Context: an optimization exercise on an open-source flow, tuned for small area, a short achievable clock period and few clock cycles per item. The choices shown serve that exercise and are no tape-out recipe. The RTL was checked by simulation tests, not by an equivalence proof against the original design. Power figures rest on the tool's default switching activity, not on a simulated workload.

Design act_lut_pipe, start of the top module:
module act_lut_pipe #(
  parameter int ADDR_W = 8,
  parameter int DATA_W = 16,
  parameter int FRAC_W = 12
) (
  input  logic              clk,
  input  logic              rst_n,
  input  logic              load_start_i,
  input  logic              load_valid_i,
  input  logic [DATA_W-1:0] load_data_i,
  output logic              load_done_o,
  input  logic              in_valid_i,
  output logic              in_ready_o,
  input  logic [ADDR_W-1:0] in_addr_i,
  output logic              out_valid_o,
  input  logic              out_ready_i,
  output logic [DATA_W-1:0] out_data_o
);
  localparam int TD    = 1 << ADDR_W;     
  localparam int SP_W  = 3;
  localparam int SP    = 1 << SP_W;       
  localparam int NINS  = TD / SP;         
  localparam int LO_W  = 6;               
  localparam int NLO   = 1 << LO_W;
  localparam int NHI   = TD / NLO;        
  localparam int NBUF  = 4;               
  localparam int NF    = NBUF - 1;
  if (FRAC_W >= DATA_W) begin : g_bad_frac
    $error("act_lut_pipe: FRAC_W must be smaller than DATA_W");
  end
  typedef enum logic [1:0] {S_EMPTY, S_LOAD, S_RUN, S_DRAIN} state_t;
  ...
clock: 5.0 ns
lec_check: 0
cap_margin: 20
core_margin: 2
core_utilization: 45
cts_cluster_diameter: 80
cts_cluster_size: 20
setup_slack_margin: 2.6
slew_margin: 20
synth_memory_max_bits: 8192
run.sh (not shown) runs the stock make flow with config.mk's settings and CLKGATE_MAP_FILE= SYNTH_SCRIPT=/design/flow/synth_recipe.tcl, a recipe that flattens the netlist after the stock synthesis.
Testbench counts at the start, summed over its fixed seeds: cycles 18,464, items 16,384.
==> next run, changes <==
--- a/flow/design.v
+++ b/flow/design.v
@@ -129,42 +129,44 @@
   always_comb begin
     ring_d = {ring_q[0], ring_q[TD-1:1]};
     for (int k = 0; k < NINS; k++)
       if (isel_q[k]) ring_d[k*SP] = ins_data;
   end
   always_ff @(posedge clk) ring_q <= ring_d;
   logic              v1_q, v2_q;
   logic [ADDR_W-1:0] pos;
-  logic [NLO-1:0]    oh1_q;
+  logic [NLO-1:0]    oh1_q [2];           
   logic [1:0]        hi1_q, hi2_q;
   logic [DATA_W-1:0] m2_q [NHI];
   logic [DATA_W-1:0] m2_d [NHI];
   logic [DATA_W-1:0] res;
   assign pos = in_addr_i + rot_q;
   always_ff @(posedge clk or negedge rst_n) begin
     if (!rst_n) begin
       v1_q <= 1'b0;
       v2_q <= 1'b0;
     end else begin
       v1_q <= accept;
       v2_q <= v1_q;
     end
   end
   always_ff @(posedge clk) begin
-    for (int k = 0; k < NLO; k++) oh1_q[k] <= (pos[LO_W-1:0] == k);
+    for (int h = 0; h < 2; h++)
+      for (int k = 0; k < NLO; k++)
+        oh1_q[h][k] <= (pos[LO_W-1:0] == k) && (pos[ADDR_W-1] == h);
     hi1_q <= pos[ADDR_W-1:LO_W];
     hi2_q <= hi1_q;
     for (int j = 0; j < NHI; j++) m2_q[j] <= m2_d[j];
   end
   always_comb begin
     for (int j = 0; j < NHI; j++) begin
       m2_d[j] = '0;
       for (int k = 0; k < NLO; k++)
-        m2_d[j] = m2_d[j] | ({DATA_W{oh1_q[k]}} & ring_q[j*NLO + k]);
+        m2_d[j] = m2_d[j] | ({DATA_W{oh1_q[j/2][k]}} & ring_q[j*NLO + k]);
     end
   end
   assign res = m2_q[hi2_q];
   logic              out_valid_q;
   logic [DATA_W-1:0] out_q;
   logic [DATA_W-1:0] fifo_q [NF];
   logic [1:0]        frd_q, fwr_q;
   logic [2:0]        fn_q;
Effect:
- The changed run completed without violations
- setup slack improves by 0.024 ns
- non-clock buffer count came out lower by 59
- maximum frequency came out higher by 0.95%
- final area stays flat
- total power hardly moves
- clock-buffer cell count came out lower by 7
- clock power came out higher by about 2%
- area after synthesis came out higher by 0.31%
- wire length came out lower by 5.6%
- register-to-register slack hardly moves
- clock skew came out lower by 0.022 ns
- via count came out lower by 2.4%
- first-iteration DRC count came out lower by 5.8%
Testbench counts after the change, summed over its fixed seeds: cycles 18,464, items 16,384.


The RTL this note starts from:
==> flow/design.v <==
module act_lut_pipe #(
  parameter int ADDR_W = 8,
  parameter int DATA_W = 16,
  parameter int FRAC_W = 12
) (
  input  logic              clk,
  input  logic              rst_n,
  input  logic              load_start_i,
  input  logic              load_valid_i,
  input  logic [DATA_W-1:0] load_data_i,
  output logic              load_done_o,
  input  logic              in_valid_i,
  output logic              in_ready_o,
  input  logic [ADDR_W-1:0] in_addr_i,
  output logic              out_valid_o,
  input  logic              out_ready_i,
  output logic [DATA_W-1:0] out_data_o
);
  localparam int TD    = 1 << ADDR_W;     
  localparam int SP_W  = 3;
  localparam int SP    = 1 << SP_W;       
  localparam int NINS  = TD / SP;         
  localparam int LO_W  = 6;               
  localparam int NLO   = 1 << LO_W;
  localparam int NHI   = TD / NLO;        
  localparam int NBUF  = 5;               
  if (FRAC_W >= DATA_W) begin : g_bad_frac
    $error("act_lut_pipe: FRAC_W must be smaller than DATA_W");
  end
  typedef enum logic [1:0] {S_EMPTY, S_LOAD, S_RUN, S_DRAIN} state_t;
  state_t             state_q;
  logic [ADDR_W-1:0]  wptr_q;
  logic               load_done_q;
  logic [ADDR_W-1:0]  rot_q;              
  logic [ADDR_W-1:0]  ins_q;              
  logic [2:0]         cnt_q;              
  logic               rdy_q;
  logic               wr_en, restart, accept, take;
  logic [2:0]         cnt_d;
  state_t             state_d;
  logic [DATA_W-1:0]  dl_q [SP];
  logic [SP-1:0]      dlv_q, dlv_d;
  logic               ins_now;
  logic [DATA_W-1:0]  ins_data;
  logic [ADDR_W-1:0]  ins_d;
  assign wr_en   = (state_q == S_LOAD) & load_valid_i & ~load_start_i;
  assign restart = ((state_q == S_EMPTY) | (state_q == S_LOAD)) & load_start_i
                 | (state_q == S_DRAIN) & (cnt_q == '0);
  assign accept  = in_valid_i & rdy_q;
  assign take    = out_valid_o & out_ready_i;
  assign cnt_d   = cnt_q + {2'b0, accept} - {2'b0, take};
  always_comb begin
    state_d = state_q;
    case (state_q)
      S_EMPTY: if (load_start_i) state_d = S_LOAD;
      S_LOAD:  if (wr_en && (&wptr_q)) state_d = S_RUN;
      S_RUN:   if (load_start_i) state_d = S_DRAIN;
      S_DRAIN: if (cnt_q == '0) state_d = S_LOAD;
      default: state_d = S_EMPTY;
    endcase
  end
  logic [SP-1:0]   old_q, old_d;
  logic [NINS-1:0] isel_q, isel_d;
  logic            ins_now_q, ins_now_d;
  logic [ADDR_W-1:0] insm_q, insm_d;      
  assign ins_now = ins_now_q;
  always_comb begin
    ins_data = '0;
    for (int m = 0; m < SP; m++)
      ins_data = ins_data | ({DATA_W{old_q[m]}} & dl_q[m]);
  end
  always_comb begin
    dlv_d = '0;
    if (!restart) begin
      dlv_d[0] = wr_en;
      for (int m = 1; m < SP; m++)
        dlv_d[m] = dlv_q[m-1] & ~(ins_now & old_q[m-1]);
    end
  end
  assign ins_d  = restart ? ADDR_W'(1) : (ins_now ? ins_q : insm_q);
  assign insm_d = restart ? ADDR_W'(0) : (ins_now ? insm_q : insm_q - 1'b1);
  always_comb begin
    old_d = '0;
    for (int m = SP - 1; m >= 0; m--)
      if (dlv_d[m] && old_d == '0) old_d[m] = 1'b1;
  end
  assign ins_now_d = (|dlv_d) & (ins_d[SP_W-1:0] == '0);
  always_comb
    for (int k = 0; k < NINS; k++)
      isel_d[k] = ins_now_d & (ins_d[ADDR_W-1:SP_W] == k);
  logic pend_d;
  assign pend_d = (|dlv_d[SP-1:1]) | (dlv_d[0] & ~ins_now_d);
  always_ff @(posedge clk or negedge rst_n) begin
    if (!rst_n) begin
      state_q     <= S_EMPTY;
      wptr_q      <= '0;
      load_done_q <= 1'b0;
      rot_q       <= '0;
      ins_q       <= '0;
      cnt_q       <= '0;
      rdy_q       <= 1'b0;
      dlv_q       <= '0;
      isel_q      <= '0;
      ins_now_q   <= 1'b0;
      insm_q      <= '0;
    end else begin
      state_q     <= state_d;
      load_done_q <= (state_q == S_LOAD) & wr_en & (&wptr_q);
      if (restart)    wptr_q <= '0;
      else if (wr_en) wptr_q <= wptr_q + 1'b1;
      rot_q       <= restart ? ADDR_W'(1) : rot_q - 1'b1;
      ins_q       <= ins_d;
      cnt_q       <= cnt_d;
      rdy_q       <= (state_d == S_RUN) & ~pend_d & (cnt_d < 3'(NBUF));
      dlv_q       <= dlv_d;
      isel_q      <= isel_d;
      ins_now_q   <= ins_now_d;
      insm_q      <= insm_d;
    end
  end
  always_ff @(posedge clk) begin
    old_q   <= old_d;
    dl_q[0] <= load_data_i;
    for (int m = 1; m < SP; m++) dl_q[m] <= dl_q[m-1];
  end
  logic [TD-1:0][DATA_W-1:0] ring_q;
  logic [TD-1:0][DATA_W-1:0] ring_d;
  always_comb begin
    ring_d = {ring_q[0], ring_q[TD-1:1]};
    for (int k = 0; k < NINS; k++)
      if (isel_q[k]) ring_d[k*SP] = ins_data;
  end
  always_ff @(posedge clk) ring_q <= ring_d;
  logic              v1_q, v2_q, v3_q;
  logic [ADDR_W-1:0] pos1_q;
  logic [NLO-1:0]    oh2_q [2];           
  logic [1:0]        hi2_q, hi3_q;
  logic [DATA_W-1:0] m3_q [NHI];
  logic [DATA_W-1:0] m2_d [NHI];
  logic [DATA_W-1:0] res;
  always_ff @(posedge clk or negedge rst_n) begin
    if (!rst_n) begin
      v1_q <= 1'b0;
      v2_q <= 1'b0;
      v3_q <= 1'b0;
    end else begin
      v1_q <= accept;
      v2_q <= v1_q;
      v3_q <= v2_q;
    end
  end
  always_ff @(posedge clk) begin
    pos1_q <= in_addr_i + rot_q - 1'b1;
    for (int h = 0; h < 2; h++)
      for (int k = 0; k < NLO; k++)
        oh2_q[h][k] <= (pos1_q[LO_W-1:0] == k) && (pos1_q[ADDR_W-1] == h);
    hi2_q <= pos1_q[ADDR_W-1:LO_W];
    hi3_q <= hi2_q;
    for (int j = 0; j < NHI; j++) m3_q[j] <= m2_d[j];
  end
  always_comb begin
    for (int j = 0; j < NHI; j++) begin
      m2_d[j] = '0;
      for (int k = 0; k < NLO; k++)
        m2_d[j] = m2_d[j] | ({DATA_W{oh2_q[j/2][k]}} & ring_q[j*NLO + k]);
    end
  end
  assign res = m3_q[hi3_q];
  logic              out_valid_q;
  logic [DATA_W-1:0] out_q;
  logic [DATA_W-1:0] fifo_q [NBUF];
  logic [2:0]        frd_q, fwr_q, frd_d;
  logic [2:0]        fn_q, fn_left;
  assign frd_d   = (take && frd_q == 3'(NBUF - 1)) ? '0 : frd_q + {2'b0, take};
  assign fn_left = fn_q - {2'b0, take};
  always_ff @(posedge clk or negedge rst_n) begin
    if (!rst_n) begin
      out_valid_q <= 1'b0;
      frd_q       <= '0;
      fwr_q       <= '0;
      fn_q        <= '0;
    end else begin
      out_valid_q <= (fn_left != '0) | v3_q;
      frd_q       <= frd_d;
      if (v3_q) fwr_q <= (fwr_q == 3'(NBUF - 1)) ? '0 : fwr_q + 1'b1;
      fn_q        <= fn_left + {2'b0, v3_q};
    end
  end
  always_ff @(posedge clk) begin
    out_q <= (fn_left == '0) ? res : fifo_q[frd_d];
    if (v3_q) fifo_q[fwr_q] <= res;
  end
  assign load_done_o = load_done_q;
  assign in_ready_o  = rdy_q;
  assign out_valid_o = out_valid_q;
  assign out_data_o  = out_q;
endmodule
clock: 5.0 ns
lec_check: 0
cap_margin: 20
core_margin: 2
core_utilization: 45
cts_cluster_diameter: 90
cts_cluster_size: 25
setup_slack_margin: 2.7
slew_margin: 20
synth_memory_max_bits: 8192
Testbench counts at the start, summed over its fixed seeds: cycles 18,472, items 16,384.
Change:
--- a/flow/design.v
+++ b/flow/design.v
@@ -134,5 +134,5 @@
   logic              v1_q, v2_q, v3_q;
   logic [ADDR_W-1:0] pos1_q;
-  logic [NLO-1:0]    oh2_q [2];           
+  logic [NLO-1:0]    oh2_q;               
   logic [1:0]        hi2_q, hi3_q;
   logic [DATA_W-1:0] m3_q [NHI];
@@ -152,7 +152,5 @@
   always_ff @(posedge clk) begin
     pos1_q <= in_addr_i + rot_q - 1'b1;
-    for (int h = 0; h < 2; h++)
-      for (int k = 0; k < NLO; k++)
-        oh2_q[h][k] <= (pos1_q[LO_W-1:0] == k) && (pos1_q[ADDR_W-1] == h);
+    for (int k = 0; k < NLO; k++) oh2_q[k] <= (pos1_q[LO_W-1:0] == k);
     hi2_q <= pos1_q[ADDR_W-1:LO_W];
     hi3_q <= hi2_q;
@@ -163,5 +161,5 @@
       m2_d[j] = '0;
       for (int k = 0; k < NLO; k++)
-        m2_d[j] = m2_d[j] | ({DATA_W{oh2_q[j/2][k]}} & ring_q[j*NLO + k]);
+        m2_d[j] = m2_d[j] | ({DATA_W{oh2_q[k]}} & ring_q[j*NLO + k]);
     end
   end
First-iteration DRC count climbs by 16%.
Synthesized area drops by 1.1%.
Hold slack got worse by 0.018 ns.
Die area drops by 1.1%.
Maximum frequency climbs by 3.0%.
Register-to-register slack improved by 0.05 ns.
Cell area barely changes.
Worst setup slack improved by 0.073 ns.
Count of clock-buffer cells in the layout climbs by 1.
Via count climbs by 3.4%.
Total power stays flat.
Non-clock buffer count climbs by 106.
Testbench counts after the change, summed over its fixed seeds: cycles 18,472, items 16,384.


v6:
Another version of the RTL of act_lut_pipe (not shown whole).
Size in the first run: ~9200 cells after synthesis, roughly 4600 flip-flops, ~49 I/O pins, roughly 120000 µm² of cells after synthesis.
export LEC_CHECK = 0
export CAP_MARGIN = 20
export CORE_MARGIN = 2
export CORE_UTILIZATION = 45
export CTS_CLUSTER_DIAMETER = 90
export CTS_CLUSTER_SIZE = 25
export SETUP_SLACK_MARGIN = 2.7
export SLEW_MARGIN = 20
export SYNTH_MEMORY_MAX_BITS = 8192
create_clock -name core_clock -period 5.0 [get_ports {clk}]
Testbench counts of v6, summed over its fixed seeds: cycles 18,464, items 16,384.
Inputs modified between v6 and v7:
--- a/flow/design.v
+++ b/flow/design.v
@@ -17,15 +17,16 @@
   output logic [DATA_W-1:0] out_data_o
 );
   localparam int TD    = 1 << ADDR_W;     
   localparam int SP_W  = 3;
   localparam int SP    = 1 << SP_W;       
   localparam int NINS  = TD / SP;         
-  localparam int LO_W  = 6;               
+  localparam int LO_W  = 5;               
   localparam int NLO   = 1 << LO_W;
   localparam int NHI   = TD / NLO;        
+  localparam int NOH   = 4;               
   localparam int NBUF  = 4;               
   if (FRAC_W >= DATA_W) begin : g_bad_frac
     $error("act_lut_pipe: FRAC_W must be smaller than DATA_W");
   end
   typedef enum logic [1:0] {S_EMPTY, S_LOAD, S_RUN, S_DRAIN} state_t;
   state_t             state_q;
@@ -130,14 +131,14 @@
     for (int k = 0; k < NINS; k++)
       if (isel_q[k]) ring_d[k*SP] = ins_data;
   end
   always_ff @(posedge clk) ring_q <= ring_d;
   logic              v1_q, v2_q;
   logic [ADDR_W-1:0] pos;
-  logic [NLO-1:0]    oh1_q [2];           
-  logic [1:0]        hi1_q, hi2_q;
+  logic [NLO-1:0]    oh1_q [NOH];         
+  logic [2:0]        hi1_q, hi2_q;
   logic [DATA_W-1:0] m2_q [NHI];
   logic [DATA_W-1:0] m2_d [NHI];
   logic [DATA_W-1:0] res;
   assign pos = in_addr_i + rot_q;
   always_ff @(posedge clk or negedge rst_n) begin
     if (!rst_n) begin
@@ -146,24 +147,24 @@
     end else begin
       v1_q <= accept;
       v2_q <= v1_q;
     end
   end
   always_ff @(posedge clk) begin
-    for (int h = 0; h < 2; h++)
+    for (int h = 0; h < NOH; h++)
       for (int k = 0; k < NLO; k++)
-        oh1_q[h][k] <= (pos[LO_W-1:0] == k) && (pos[ADDR_W-1] == h);
+        oh1_q[h][k] <= (pos[LO_W-1:0] == k) && (pos[ADDR_W-1:ADDR_W-2] == h);
     hi1_q <= pos[ADDR_W-1:LO_W];
     hi2_q <= hi1_q;
     for (int j = 0; j < NHI; j++) m2_q[j] <= m2_d[j];
   end
   always_comb begin
     for (int j = 0; j < NHI; j++) begin
       m2_d[j] = '0;
       for (int k = 0; k < NLO; k++)
-        m2_d[j] = m2_d[j] | ({DATA_W{oh1_q[j/2][k]}} & ring_q[j*NLO + k]);
+        m2_d[j] = m2_d[j] | ({DATA_W{oh1_q[j/(NHI/NOH)][k]}} & ring_q[j*NLO + k]);
     end
   end
   assign res = m2_q[hi2_q];
   logic              out_valid_q;
   logic [DATA_W-1:0] out_q;
   logic [DATA_W-1:0] fifo_q [NBUF];
[summary]
Synthesized flop and latch total is higher on v7. v7 against v6; maximum number of pins on one net before global-route repair is up by more than 10%. Remaining number of nets flagged by the antenna check after routing came out exactly the same in v7 and v6. v7: post-cts repair resize count lower than v6. v7 vs v6: post-detailed-placement cell area up slightly. Of v7 and v6, v6 shows the higher post-synthesis compound-gate area fraction, with v7 below it.
Testbench counts of v7, summed over its fixed seeds: cycles 18,464, items 16,384.

==> re-timing with driven ports <==
How much do the figures lean on ideal ports? The routed layouts below were timed once more, with nothing changed but the port constraints.
Step 1 (the two cells are an assumption about what drives the block):
set clk [get_ports {clk}]
set_driving_cell -lib_cell sky130_fd_sc_hd__clkbuf_16 $clk
set_driving_cell -lib_cell sky130_fd_sc_hd__buf_2 [delete_from_list [all_inputs] $clk]
Step 2, shift: input delay + t, output delay - t, t = (earliest + latest rising clock arrival at the registers) / 2. This alone moves slack from input paths to output paths.
a / b / c = no drivers / after step 1 / after step 2; a / b = the first two.
| run | shift t [ns] | setup WS [ns] | hold slack, ns | clock arrival spread, ns | worst register clock-pin slew, ns | worst data-port slew with drivers (ns) |
|---|---|---|---|---|---|---|
| the first run of note 1 | 1.059 | 2.462 / 2.377 / 1.670 | 0.078 / 0.021 / 0.325 | 0.069 / 0.069 | 0.09 / 0.09 | 0.10 |
| the second run of note 1 | 0.977 | 2.486 / 2.389 / 1.734 | 0.090 / 0.067 / 0.326 | 0.061 / 0.060 | 0.09 / 0.09 | 0.23 |
| the first run of note 2 | 1.006 | 2.461 / 2.363 / 1.709 | 0.115 / 0.052 / 0.305 | 0.095 / 0.094 | 0.10 / 0.10 | 0.06 |
| the second run of note 2 | 0.998 | 2.534 / 2.445 / 1.847 | 0.097 / 0.032 / 0.315 | 0.082 / 0.082 | 0.11 / 0.11 | 0.05 |
| v6 | 1.016 | 2.516 / 2.417 / 1.698 | 0.031 / -0.027 / 0.299 | 0.089 / 0.089 | 0.10 / 0.10 | 0.22 |
| v7 | 0.975 | 2.408 / 2.408 / 1.540 | 0.238 / 0.170 / 0.330 | 0.044 / 0.044 | 0.11 / 0.11 | 0.24 |
After both steps setup and hold are still met in every run listed. For v7, which loses most, drivers alone change the setup slack by 0.000 ns; drivers and shift together by -0.868 ns.
